Context: an optimization exercise on an open-source flow, tuned for small area, a short achievable clock period and few clock cycles per item. The choices shown serve that exercise and are no tape-out recipe. Function was checked by simulation only, so behaviour that the tests miss may differ from the original. Power is estimated from default activity; no workload was simulated.

File: flow/run.sh
#!/bin/bash
# synth_recipe.tcl (not shown) runs the flow's synth.tcl, then flattens the netlist and writes it again
# the make line also repeats each setting of config.mk as NAME=value (left out here)
make -C /OpenROAD-flow-scripts/flow DESIGN_CONFIG=/design/flow/config.mk WORK_HOME=/design/flow/orfs CLKGATE_MAP_FILE= SYNTH_SCRIPT=/design/flow/synth_recipe.tcl finish
File: flow/config.mk
export PLATFORM = sky130hd
export DESIGN_NAME = two_phase_lock_table_with_deadlock_check_core
export DESIGN_NICKNAME = two_phase_lock_table_with_deadlock_check_core
export VERILOG_FILES = /design/flow/design.v
export SDC_FILE = /design/flow/constraint.sdc
export NUM_CORES = 8
export LEC_CHECK = 0
export CAP_MARGIN = 20
export CORE_MARGIN = 2
export CORE_UTILIZATION = 40
export SLEW_MARGIN = 20
File: flow/constraint.sdc
create_clock -name core_clock -period 9.0 [get_ports {clk_i}]
set_input_delay 1.8000 -clock core_clock [delete_from_list [all_inputs] [get_ports {clk_i}]]
set_output_delay 1.8000 -clock core_clock [all_outputs]
set_load 0.01 [all_outputs]
File: flow/design.v
package tpl_pkg;
  localparam int TxnSlotsDef    = 16;
  localparam int LockEntriesDef = 64;
  localparam int KeyBitsDef     = 32;
  localparam logic [6:0] RetryReset = 7'd100;
  localparam logic [2:0] CmdBegin  = 3'd0;
  localparam logic [2:0] CmdLockSh = 3'd1;
  localparam logic [2:0] CmdLockEx = 3'd2;
  localparam logic [2:0] CmdUnlock = 3'd3;
  localparam logic [2:0] CmdEnd    = 3'd4;
  localparam logic [2:0] StDone    = 3'd0;
  localparam logic [2:0] StBlocked = 3'd1;
  localparam logic [2:0] StRetry   = 3'd2;
  localparam logic [2:0] StNotHeld = 3'd3;
  localparam logic [2:0] StFull    = 3'd4;
  typedef struct packed {
    logic [2:0]  cmd;
    logic [3:0]  txn_id;
    logic [31:0] record_key;
  } req_t;
  typedef struct packed {
    logic       ok;
    logic [2:0] status;
    logic       deadlock_found;
    logic       victim_valid;
    logic [3:0] victim_slot;
  } rsp_t;
  typedef struct packed {
    logic set_live;
    logic clr_slot;
    logic add_edges;
    logic reach_start;
  } wfg_ctl_t;
endpackage
module tpl_ram #(
  parameter int Width = 8,
  parameter int Depth = 16
) (
  input  logic                     clk_i,
  input  logic                     we_i,
  input  logic [$clog2(Depth)-1:0] waddr_i,
  input  logic [Width-1:0]         wdata_i,
  input  logic                     re_i,
  input  logic [$clog2(Depth)-1:0] raddr_i,
  output logic [Width-1:0]         rdata_o
);
  logic [Width-1:0] mem_q [Depth];
  always_ff @(posedge clk_i) begin
    if (we_i) begin
      mem_q[waddr_i] <= wdata_i;
    end
    if (re_i) begin
      rdata_o <= mem_q[raddr_i];
    end
  end
endmodule
module tpl_wfg #(
  parameter int TxnSlots = tpl_pkg::TxnSlotsDef,
  parameter int SlotW    = $clog2(TxnSlots)
) (
  input  logic                 clk_i,
  input  logic                 rst_ni,
  input  tpl_pkg::wfg_ctl_t    ctl_i,
  input  logic [SlotW-1:0]     slot_i,
  input  logic [TxnSlots-1:0]  edges_i,
  output logic                 done_o,
  output logic                 cycle_o,
  output logic                 cand_o,
  output logic [SlotW-1:0]     victim_o
);
  logic [TxnSlots-1:0] rows_q [TxnSlots];
  logic [TxnSlots-1:0] live_q;
  logic [TxnSlots-1:0] r_q, r_d, cand;
  logic                run_q;
  logic [SlotW-1:0]    rs_q;
  always_comb begin
    r_d = r_q;
    for (int j = 0; j < TxnSlots; j++) begin
      if (r_q[j]) begin
        r_d = r_d | rows_q[j];
      end
    end
  end
  assign done_o  = run_q && (r_d == r_q);
  assign cycle_o = r_q[rs_q];
  assign cand    = (r_q | (TxnSlots'(1) << rs_q)) & live_q;
  assign cand_o  = |cand;
  always_comb begin
    victim_o = '0;
    for (int j = 0; j < TxnSlots; j++) begin
      if (cand[j]) begin
        victim_o = SlotW'(j);
      end
    end
  end
  always_ff @(posedge clk_i or negedge rst_ni) begin
    if (!rst_ni) begin
      for (int j = 0; j < TxnSlots; j++) begin
        rows_q[j] <= '0;
      end
      live_q <= '0;
      run_q  <= 1'b0;
      r_q    <= '0;
      rs_q   <= '0;
    end else begin
      if (ctl_i.add_edges) begin
        rows_q[slot_i] <= rows_q[slot_i] | edges_i;
      end
      if (ctl_i.set_live) begin
        live_q[slot_i] <= 1'b1;
      end
      if (ctl_i.clr_slot) begin
        live_q[slot_i] <= 1'b0;
        for (int j = 0; j < TxnSlots; j++) begin
          if (j == int'(slot_i)) begin
            rows_q[j] <= '0;
          end else begin
            rows_q[j][slot_i] <= 1'b0;
          end
        end
      end
      if (ctl_i.reach_start) begin
        r_q   <= rows_q[slot_i];
        rs_q  <= slot_i;
        run_q <= 1'b1;
      end else if (run_q) begin
        r_q <= r_d;
        if (r_d == r_q) begin
          run_q <= 1'b0;
        end
      end
    end
  end
endmodule
module two_phase_lock_table_with_deadlock_check_core #(
  parameter int TXN_SLOTS    = tpl_pkg::TxnSlotsDef,
  parameter int LOCK_ENTRIES = tpl_pkg::LockEntriesDef,
  parameter int KEY_BITS     = tpl_pkg::KeyBitsDef
) (
  input  logic          clk_i,
  input  logic          rst_ni,
  input  logic          start_i,
  output logic          busy_o,
  input  logic [38:0]   req_i,
  output logic          done_o,
  output logic [9:0]    rsp_o,
  input  logic          psel,
  input  logic          penable,
  input  logic          pwrite,
  input  logic [2:0]    paddr,
  input  logic [31:0]   pwdata,
  output logic [31:0]   prdata,
  output logic          pready
);
  localparam int SW = $clog2(TXN_SLOTS);
  localparam int IW = $clog2(LOCK_ENTRIES);
  localparam int CW = IW + 1;
  localparam int EW    = 2 + SW + TXN_SLOTS + KEY_BITS;
  localparam int SmLo  = KEY_BITS;
  localparam int OsLo  = KEY_BITS + TXN_SLOTS;
  localparam logic [3:0] ST_CLEAR      = 4'd0;
  localparam logic [3:0] ST_IDLE       = 4'd1;
  localparam logic [3:0] ST_FIND       = 4'd2;
  localparam logic [3:0] ST_REACH_GO   = 4'd3;
  localparam logic [3:0] ST_REACH_WAIT = 4'd4;
  localparam logic [3:0] ST_WALK       = 4'd5;
  localparam logic [3:0] ST_CHK_RD     = 4'd6;
  localparam logic [3:0] ST_CHK        = 4'd7;
  logic [3:0]          state_q, state_d;
  logic [2:0]          cmd_q, cmd_d;
  logic [SW-1:0]       slot_q, slot_d;
  logic [KEY_BITS-1:0] key_q, key_d;
  logic [7:0]          depth_q, depth_d;
  logic                dl_q, dl_d, vv_q, vv_d;
  logic [SW-1:0]       vt_q, vt_d;
  logic [CW-1:0]       cnt_q, cnt_d;
  logic                pv_q, pv_d;
  logic [IW-1:0]       paddr_q, paddr_d;
  logic                found_q, found_d, free_q, free_d;
  logic [IW-1:0]       fidx_q, fidx_d, free_idx_q, free_idx_d, cur_idx_q, cur_idx_d;
  logic [EW-1:0]       fdata_q, fdata_d;
  logic                walk_end_q, walk_end_d;
  logic [SW-1:0]       walk_slot_q, walk_slot_d;
  logic                done_q;
  tpl_pkg::rsp_t       rsp_q;
  logic [6:0]          maxr_q;
  tpl_pkg::req_t       req_s;
  assign req_s = tpl_pkg::req_t'(req_i);
  logic          ram_we, ram_re;
  logic [IW-1:0] ram_waddr, ram_raddr;
  logic [EW-1:0] ram_wdata, ram_rdata;
  tpl_ram #(.Width(EW), .Depth(LOCK_ENTRIES)) u_ram (
    .clk_i   (clk_i),
    .we_i    (ram_we),
    .waddr_i (ram_waddr),
    .wdata_i (ram_wdata),
    .re_i    (ram_re),
    .raddr_i (ram_raddr),
    .rdata_o (ram_rdata)
  );
  tpl_pkg::wfg_ctl_t  wctl;
  logic [SW-1:0]      wslot;
  logic [TXN_SLOTS-1:0] wedges;
  logic               w_done, w_cycle, w_cand;
  logic [SW-1:0]      w_victim;
  tpl_wfg #(.TxnSlots(TXN_SLOTS), .SlotW(SW)) u_wfg (
    .clk_i    (clk_i),
    .rst_ni   (rst_ni),
    .ctl_i    (wctl),
    .slot_i   (wslot),
    .edges_i  (wedges),
    .done_o   (w_done),
    .cycle_o  (w_cycle),
    .cand_o   (w_cand),
    .victim_o (w_victim)
  );
  assign pready = 1'b1;
  assign prdata = paddr[2] ? 32'd0 : {25'd0, maxr_q};
  always_ff @(posedge clk_i or negedge rst_ni) begin
    if (!rst_ni) begin
      maxr_q <= tpl_pkg::RetryReset;
    end else if (psel && penable && pwrite && pready && !paddr[2]) begin
      maxr_q <= pwdata[6:0];
    end
  end
  logic                 r_used, r_ov;
  logic [SW-1:0]        r_os;
  logic [TXN_SLOTS-1:0] r_sm;
  logic [KEY_BITS-1:0]  r_key;
  assign r_used = ram_rdata[EW-1];
  assign r_ov   = ram_rdata[EW-2];
  assign r_os   = ram_rdata[OsLo +: SW];
  assign r_sm   = ram_rdata[SmLo +: TXN_SLOTS];
  assign r_key  = ram_rdata[KEY_BITS-1:0];
  logic                 issue, scan_end, emit, e_ok, is_shared;
  logic [2:0]           e_st;
  logic [TXN_SLOTS-1:0] bit_t, bit_w, others, edges;
  logic                 d_ov, nov, grant, own, shr, w_ov;
  logic [SW-1:0]        d_os, nos;
  logic [TXN_SLOTS-1:0] d_sm, nsm, w_sm;
  logic [EW-1:0]        dsel;
  logic [IW-1:0]        idx;
  logic                 freed;
  assign issue     = cnt_q < CW'(LOCK_ENTRIES);
  assign scan_end  = !pv_q && !issue;
  assign is_shared = (cmd_q == tpl_pkg::CmdLockSh);
  assign bit_t     = TXN_SLOTS'(1) << slot_q;
  assign bit_w     = TXN_SLOTS'(1) << walk_slot_q;
  always_comb begin
    state_d     = state_q;
    cmd_d       = cmd_q;
    slot_d      = slot_q;
    key_d       = key_q;
    depth_d     = depth_q;
    dl_d        = dl_q;
    vv_d        = vv_q;
    vt_d        = vt_q;
    cnt_d       = cnt_q;
    pv_d        = pv_q;
    paddr_d     = paddr_q;
    found_d     = found_q;
    fidx_d      = fidx_q;
    fdata_d     = fdata_q;
    free_d      = free_q;
    free_idx_d  = free_idx_q;
    cur_idx_d   = cur_idx_q;
    walk_end_d  = walk_end_q;
    walk_slot_d = walk_slot_q;
    ram_we      = 1'b0;
    ram_waddr   = paddr_q;
    ram_wdata   = '0;
    ram_re      = 1'b0;
    ram_raddr   = cnt_q[IW-1:0];
    wctl        = '0;
    wslot       = slot_q;
    wedges      = '0;
    emit        = 1'b0;
    e_ok        = 1'b0;
    e_st        = tpl_pkg::StDone;
    idx    = found_q ? fidx_q : free_idx_q;
    dsel   = found_q ? fdata_q : {1'b1, 1'b0, SW'(0), TXN_SLOTS'(0), key_q};
    d_ov   = dsel[EW-2];
    d_os   = dsel[OsLo +: SW];
    d_sm   = dsel[SmLo +: TXN_SLOTS];
    others = d_sm & ~bit_t;
    grant  = 1'b0;
    nov    = d_ov;
    nos    = d_os;
    nsm    = d_sm;
    edges  = '0;
    own    = found_q && fdata_q[EW-2] && (fdata_q[OsLo +: SW] == slot_q);
    shr    = found_q && |(fdata_q[SmLo +: TXN_SLOTS] & bit_t);
    w_ov   = r_ov && (r_os != walk_slot_q);
    w_sm   = r_sm & ~bit_w;
    freed  = !r_used || (!r_ov && (is_shared || (r_sm == '0)));
    case (state_q)
      ST_CLEAR: begin
        ram_we    = 1'b1;
        ram_waddr = cnt_q[IW-1:0];
        cnt_d     = cnt_q + CW'(1);
        if (cnt_q[IW-1:0] == IW'(LOCK_ENTRIES - 1)) begin
          state_d = ST_IDLE;
        end
      end
      ST_IDLE: begin
        if (start_i) begin
          cmd_d   = req_s.cmd;
          slot_d  = SW'(req_s.txn_id);
          key_d   = KEY_BITS'(req_s.record_key);
          depth_d = '0;
          dl_d    = 1'b0;
          vv_d    = 1'b0;
          vt_d    = '0;
          cnt_d   = '0;
          pv_d    = 1'b0;
          found_d = 1'b0;
          free_d  = 1'b0;
          wslot   = SW'(req_s.txn_id);
          if (req_s.cmd > tpl_pkg::CmdEnd) begin
            emit = 1'b1;
          end else if (int'(req_s.txn_id) >= TXN_SLOTS) begin
            emit = 1'b1;
            e_st = tpl_pkg::StNotHeld;
          end else begin
            case (req_s.cmd)
              tpl_pkg::CmdBegin: begin
                wctl.set_live = 1'b1;
                emit          = 1'b1;
                e_ok          = 1'b1;
              end
              tpl_pkg::CmdEnd: begin
                wctl.clr_slot = 1'b1;
                walk_slot_d   = SW'(req_s.txn_id);
                walk_end_d    = 1'b1;
                state_d       = ST_WALK;
              end
              default: begin
                state_d = ST_FIND;
              end
            endcase
          end
        end
      end
      ST_FIND: begin
        ram_re  = issue;
        pv_d    = issue;
        paddr_d = cnt_q[IW-1:0];
        if (issue) begin
          cnt_d = cnt_q + CW'(1);
        end
        if (pv_q) begin
          if (r_used && (r_key == key_q) && !found_q) begin
            found_d = 1'b1;
            fidx_d  = paddr_q;
            fdata_d = ram_rdata;
          end
          if (!r_used && !free_q) begin
            free_d     = 1'b1;
            free_idx_d = paddr_q;
          end
        end
        if (scan_end) begin
          if (cmd_q == tpl_pkg::CmdUnlock) begin
            emit = 1'b1;
            if (own || shr) begin
              e_ok = 1'b1;
              nov  = fdata_q[EW-2] && !own;
              nsm  = own ? fdata_q[SmLo +: TXN_SLOTS] : (fdata_q[SmLo +: TXN_SLOTS] & ~bit_t);
              ram_we    = 1'b1;
              ram_waddr = fidx_q;
              ram_wdata = {nov || (nsm != '0), nov, fdata_q[OsLo +: SW], nsm,
                           fdata_q[KEY_BITS-1:0]};
            end else begin
              e_st = tpl_pkg::StNotHeld;
            end
          end else if (!found_q && !free_q) begin
            emit = 1'b1;
            e_st = tpl_pkg::StFull;
          end else begin
            if (is_shared) begin
              grant = !d_ov || (d_os == slot_q);
              if (grant) begin
                nsm = d_sm | bit_t;
              end
              edges = TXN_SLOTS'(1) << d_os;
            end else if (d_ov && (d_os == slot_q)) begin
              grant = 1'b1;
            end else if (!d_ov && (others == '0)) begin
              grant = 1'b1;
              nsm   = '0;
              nov   = 1'b1;
              nos   = slot_q;
            end else begin
              edges = (d_ov ? (TXN_SLOTS'(1) << d_os) : TXN_SLOTS'(0)) | others;
            end
            ram_we    = 1'b1;
            ram_waddr = idx;
            ram_wdata = {1'b1, nov, nos, nsm, key_q};
            cur_idx_d = idx;
            if (grant) begin
              emit = 1'b1;
              e_ok = 1'b1;
            end else begin
              wctl.add_edges = 1'b1;
              wedges         = edges;
              state_d        = ST_REACH_GO;
            end
          end
        end
      end
      ST_REACH_GO: begin
        wctl.reach_start = 1'b1;
        state_d          = ST_REACH_WAIT;
      end
      ST_REACH_WAIT: begin
        if (w_done) begin
          if (!w_cycle) begin
            emit = 1'b1;
            e_st = tpl_pkg::StBlocked;
          end else begin
            dl_d = 1'b1;
            if (w_cand) begin
              vv_d          = 1'b1;
              vt_d          = w_victim;
              wctl.clr_slot = 1'b1;
              wslot         = w_victim;
              walk_slot_d   = w_victim;
              walk_end_d    = 1'b0;
              cnt_d         = '0;
              pv_d          = 1'b0;
              state_d       = ST_WALK;
            end else begin
              state_d = ST_CHK_RD;
            end
          end
        end
      end
      ST_WALK: begin
        ram_re  = issue;
        pv_d    = issue;
        paddr_d = cnt_q[IW-1:0];
        if (issue) begin
          cnt_d = cnt_q + CW'(1);
        end
        if (pv_q && r_used) begin
          ram_we    = 1'b1;
          ram_waddr = paddr_q;
          ram_wdata = {w_ov || (w_sm != '0), w_ov, r_os, w_sm, r_key};
        end
        if (scan_end) begin
          if (walk_end_q) begin
            emit = 1'b1;
            e_ok = 1'b1;
          end else begin
            state_d = ST_CHK_RD;
          end
        end
      end
      ST_CHK_RD: begin
        ram_re    = 1'b1;
        ram_raddr = cur_idx_q;
        state_d   = ST_CHK;
      end
      ST_CHK: begin
        if (!freed) begin
          emit = 1'b1;
          e_st = tpl_pkg::StBlocked;
        end else begin
          depth_d = depth_q + 8'd1;
          if (depth_d > {1'b0, maxr_q}) begin
            emit = 1'b1;
            e_st = tpl_pkg::StRetry;
          end else begin
            cnt_d   = '0;
            pv_d    = 1'b0;
            found_d = 1'b0;
            free_d  = 1'b0;
            state_d = ST_FIND;
          end
        end
      end
      default: begin
        state_d = ST_IDLE;
      end
    endcase
    if (emit) begin
      state_d = ST_IDLE;
    end
  end
  always_ff @(posedge clk_i or negedge rst_ni) begin
    if (!rst_ni) begin
      state_q <= ST_CLEAR;
      cnt_q   <= '0;
      pv_q    <= 1'b0;
      done_q  <= 1'b0;
    end else begin
      state_q <= state_d;
      cnt_q   <= cnt_d;
      pv_q    <= pv_d;
      done_q  <= emit;
    end
  end
  always_ff @(posedge clk_i) begin
    cmd_q       <= cmd_d;
    slot_q      <= slot_d;
    key_q       <= key_d;
    depth_q     <= depth_d;
    dl_q        <= dl_d;
    vv_q        <= vv_d;
    vt_q        <= vt_d;
    paddr_q     <= paddr_d;
    found_q     <= found_d;
    fidx_q      <= fidx_d;
    fdata_q     <= fdata_d;
    free_q      <= free_d;
    free_idx_q  <= free_idx_d;
    cur_idx_q   <= cur_idx_d;
    walk_end_q  <= walk_end_d;
    walk_slot_q <= walk_slot_d;
    if (emit) begin
      rsp_q.ok             <= e_ok;
      rsp_q.status         <= e_st;
      rsp_q.deadlock_found <= dl_d;
      rsp_q.victim_valid   <= vv_d;
      rsp_q.victim_slot    <= vv_d ? 4'(vt_d) : 4'd0;
    end
  end
  assign busy_o = (state_q != ST_IDLE);
  assign done_o = done_q;
  assign rsp_o  = rsp_q;
endmodule
==> notes.md <==
## final cells by class
class | count | area share (%)
Inverter | 41 | 0.0833
Clock inverter | 240 | 1.36
Timing Repair Buffer | 450 | 2.33
Antenna cell | 5 | 0.00677
Tap cell | 5405 | 3.66
Sequential cell | 3969 | 63.6
Multi-Input combinational cell | 4462 | 23.2
Clock buffer | 505 | 5.78
## cell usage after synthesis, drive strengths merged (9+ instances only)
| library cell | count | area [um^2] |
|---|---|---|
| a22o | 20 | 175 |
| o2bb2ai | 30 | 263 |
| o31ai | 29 | 218 |
| a2111oi | 52 | 598 |
| inv | 41 | 154 |
| a22oi | 127 | 953 |
| or2 | 14 | 87.6 |
| nand2 | 702 | 2650 |
| mux2i | 68 | 681 |
| nand2b | 24 | 153 |
| nor4 | 38 | 295 |
| a211oi | 300 | 2260 |
| o211ai | 47 | 353 |
| o21a | 12 | 90.1 |
| a222oi | 29 | 290 |
| dfrtp | 309 | 7730 |
| nand3b | 16 | 124 |
| and3 | 28 | 175 |
| nand3 | 118 | 613 |
| nor3 | 94 | 500 |
| a311oi | 113 | 1010 |
| clkbuf | 406 | 1520 |
| mux2 | 33 | 372 |
| or4 | 9 | 71.3 |
| o2111ai | 13 | 138 |
| xor2 | 41 | 359 |
| a21oi | 281 | 1500 |
| ha | 18 | 225 |
| or3 | 17 | 106 |
| o31a | 16 | 140 |
| mux4 | 869 | 19600 |
| a32oi | 13 | 114 |
| a41oi | 13 | 114 |
| o22ai | 28 | 181 |
| nand4 | 69 | 432 |
| nor2 | 318 | 1220 |
| buf | 246 | 1290 |
| nor2b | 25 | 156 |
| o21ai | 274 | 1380 |
| a21o | 27 | 203 |
| and2 | 236 | 1480 |
| a221oi | 20 | 193 |
| edfxtp | 3651 | 110000 |
| a31oi | 148 | 945 |
## power by group through the flow
stage	registers [mW]	logic (mW)	clock network, mW
final	22.2	14.0	16.9
after global routing	22.2	14.9	17.8
after CTS	22.2	14.0	17.1
after detailed placement	22.5	14.0	0
after global placement	22.5	13.9	0
after floorplan	21.9	9.65	0
## through the flow
step           instance area (um^2)  power, mW  hold slack, ns
2_1_floorplan                162000       31.6           0.413
3_3_place_gp                 171000       36.4           0.439
3_5_place_dp                 171000       36.5           0.436
4_1_cts                      185000       53.2           0.451
5_1_grt                      185000       54.9           0.482
6_report                     185000       53.1           0.444
## kinds of logic (layout without fill, tap and decap cells)
family          Yosys count  in the layout  share of synthesized area [%]
flops                  3969           3969                           72.6
fa+ha+maj                18             18                          0.139
mux                     970            970                           12.7
simple gates           1741           1741                           5.16
other cells               2             31                        0.00464
xor+xnor                 46             46                          0.249
buf+inv                 693           1236                           1.83
compound gates         1661           1661                           7.26
## routing by layer
layer	wire length, um	part of all wire (%)	GRT usage (%)
met5	27	0.0053	0
met4	22400	4.4	9.48
met3	49900	9.8	5.04
met2	239000	47	38.9
met1	201000	39	33.4
## flip-flops by register name, summed over array words and instances (netlist names), 3 cells and up, named ones only
register       count
slot_q             4
paddr_q            6
u_wfg.rows_q     256
fidx_q             6
u_wfg.r_q         16
maxr_q             7
u_wfg.rs_q         4
fdata_q           53
u_ram.mem_q     3456
u_ram.rdata_o     54
walk_slot_q        4
rsp_q             10
key_q             32
free_idx_q         6
depth_q            8
cnt_q              7
cur_idx_q          6
cmd_q              3
vt_q               4
state_q            3
## worst max-delay path by stage
stage	from	end	slack [ns]	depth (start not counted)
5_1_grt	u_wfg.r_q[2]	u_wfg.rows_q[2][6]	0.94	17
4_1_cts	u_wfg.r_q[2]	u_wfg.rows_q[2][6]	1.21	17
3_3_place_gp	u_wfg.r_q[2]	u_wfg.rows_q[10][13]	1.43	18
6_report	u_wfg.r_q[2]	u_wfg.rows_q[2][11]	0.99	17
2_1_floorplan	slot_q[3]	u_ram.mem_q[36][0]	2.92	15
3_5_place_dp	u_wfg.r_q[2]	u_wfg.rows_q[2][6]	1.21	17
==> impl_results.md <==
* FF-to-FF path depth at 17
* Post-synthesis cell count at 9,100
* Port-buffer cells at 71
* Worst slew pin tran at 1.25 ns
* Via count at 93,700
* Final Hold Viols at 0
* Synth unique cells at 111
* Worst-skew pair later-pin latency at 0.99 ns
* Die width at 640 um
* CP delay by family, top: simple AND/OR/NAND/NOR gates
* Sw Share at 31.8%
* Leak at 56.8 nW
* Hold Path Class: flop to flop
* Vias in the first global route at 92,700
* Die Height at 640 um
* # fillers at 34,100
* Final setup vio count at 0
* Ys async rst share at 7.86%
* Largest fanout on the critical path at 16
* Clock transition at path regs at 0.06 ns
* Post-DRT Antenna Nets at 0
* RSZ-0062 raised after global routing: false
* WL/cell at 34.0 um
* Detailed placement HPWL at 279,000 um
* Most used cell, CP: nor2_1
* Finished Core Util at 45.9%
* Most frequent cells in the layout: edfxtp_1 (3,651), mux4_2 (869), nand2_1 (698)
* Area Growth Syn to Fin at 14.2%
* Largest net degree at the start of global routing at 120
* Worst slew margin at 16.4%
* IO Count at 125
* Multi-input logic area at 42,800 um^2
* #FFs+latches synth at 3,969
* Logic pwr share at 26.4%
* Initial antenna violation count at 16
* GPL Wtd Cong at 0.945
* Worst endpoint data arrival time at 8.80 ns
* Clk pwr share at 31.8%
* Crit path kind: flop to flop
* Mean Syn Cell Area at 17.8 um^2
* Num rows at 233
* R2r setup slk at 0.99 ns
* Storage element area at 118,000 um^2
* Total CTS buffers at 405
* Max-cap violation count at 0
* Dpl ws at 1.21 ns
* Clock sink count at 3,969
* # placed instances at 14,300
* CTS tree: done
* Hold Crit Start: vt_q[1]
* Core area at 403,000 um^2
* Outcome: timing/DRC/antenna clean
* Shortest period the worst path allows at 8.01 ns
* # Post-CTS Setup Buffers at 0
* Slew Viols, Final at 0
* Starting Density at 40.2%
* Cell Pwr Density at 287 nW/um^2
* Nets at 9,427
* Post-synthesis sequential area ratio at 72.6%
* RR Startpoint: u_wfg.r_q[2]
* Vias per cell at 6.22
* Die ar. at 410,000 um^2
* Hold Path Cell Cnt at 1
* Clock Skews at 0.0635 ns
* Final WS setup at 0.994 ns
* WP data required at 9.79 ns
* Initial DRT Pass Iterations at 9
* Total grt overflow at 0
* WL final at 512,000 um
* Synth Flop Type: edfxtp_1
* Crit start category: flop
* F_max at 125 MHz
* Internal at 36.2 mW
* CP Cell Sequence: buf_4 -> a222oi_1 -> nand3_1 -> o31ai_1 -> o2111ai_1 -> or3_1 -> or4_1 -> nor2_1 -> nand3b_2 -> inv_2 -> ha_2 -> inv_1 -> nand4_1 -> a21oi_2 -> buf_12 -> nor2_1 -> a2111oi_0
* Root buf cell: clkbuf_16
* Htree depth at 5
* Period utilisation layout at 89.0%
* Synth warn at 4
* Min-Delay Endpoint: vt_q[1]
* Initial DRC Count at 13,200
* Cell Count, Final, Fillers Out at 15,100
* CP endpoint kind: flop
* Layout cells sized above 1 at 21.8%
* Number of flops mapped to enable cells by yosys at 3,651
* CTS resizes at 0
* Clock Path Buffers at 4
* R2R Path End: u_wfg.rows_q[2][11]
* Peak VDD IR at 258 uV
* First-pass GRT wire length at 713,000 um
* Setup Total Neg Slack at 0 ns
* Worst path slowest cell: a21oi_2
* CP max stage delay at 0.85 ns
* Sw Pwr at 16.9 mW
* Flop pwr share at 41.8%
* Commonest non-fill, non-tap cell in the layout: edfxtp_1
* Buf/Inv on CP at 4
* Hold-fix buffers at CTS at 0
* Mapped cell area at 162,000 um^2
* Total track usage at 24.5%
* DRC Markers at 0
Testbench counts, summed over its fixed seeds: cycles 709,467, items 12,000.

re-timing with driven ports:
How much do the figures lean on ideal ports? The routed layout below was timed once more, with nothing changed but the port constraints.
Step 1 (the two cells are an assumption about what drives the block):
set clk [get_ports {clk_i}]
set_driving_cell -lib_cell sky130_fd_sc_hd__clkbuf_16 $clk
set_driving_cell -lib_cell sky130_fd_sc_hd__buf_2 [delete_from_list [all_inputs] $clk]
Step 2 times the ports against the registers' clock, not the clock port: input delays grow and output delays shrink by t, the midpoint of the rising clock arrivals with the driver on.
a / b / c = no drivers / after step 1 / after step 2; a / b = the first two.
t, ns: 1.070
setup WS [ns]: 0.994 / 0.994 / 0.994
hold slack, ns: 0.444 / 0.444 / 0.444
worst setup path after step 2: register to register
worst data-port slew with drivers (ns): 0.21
After both steps setup and hold are still met in this run. The setup slack of this run moves by 0.000 ns with the drivers and by 0.000 ns with both steps.
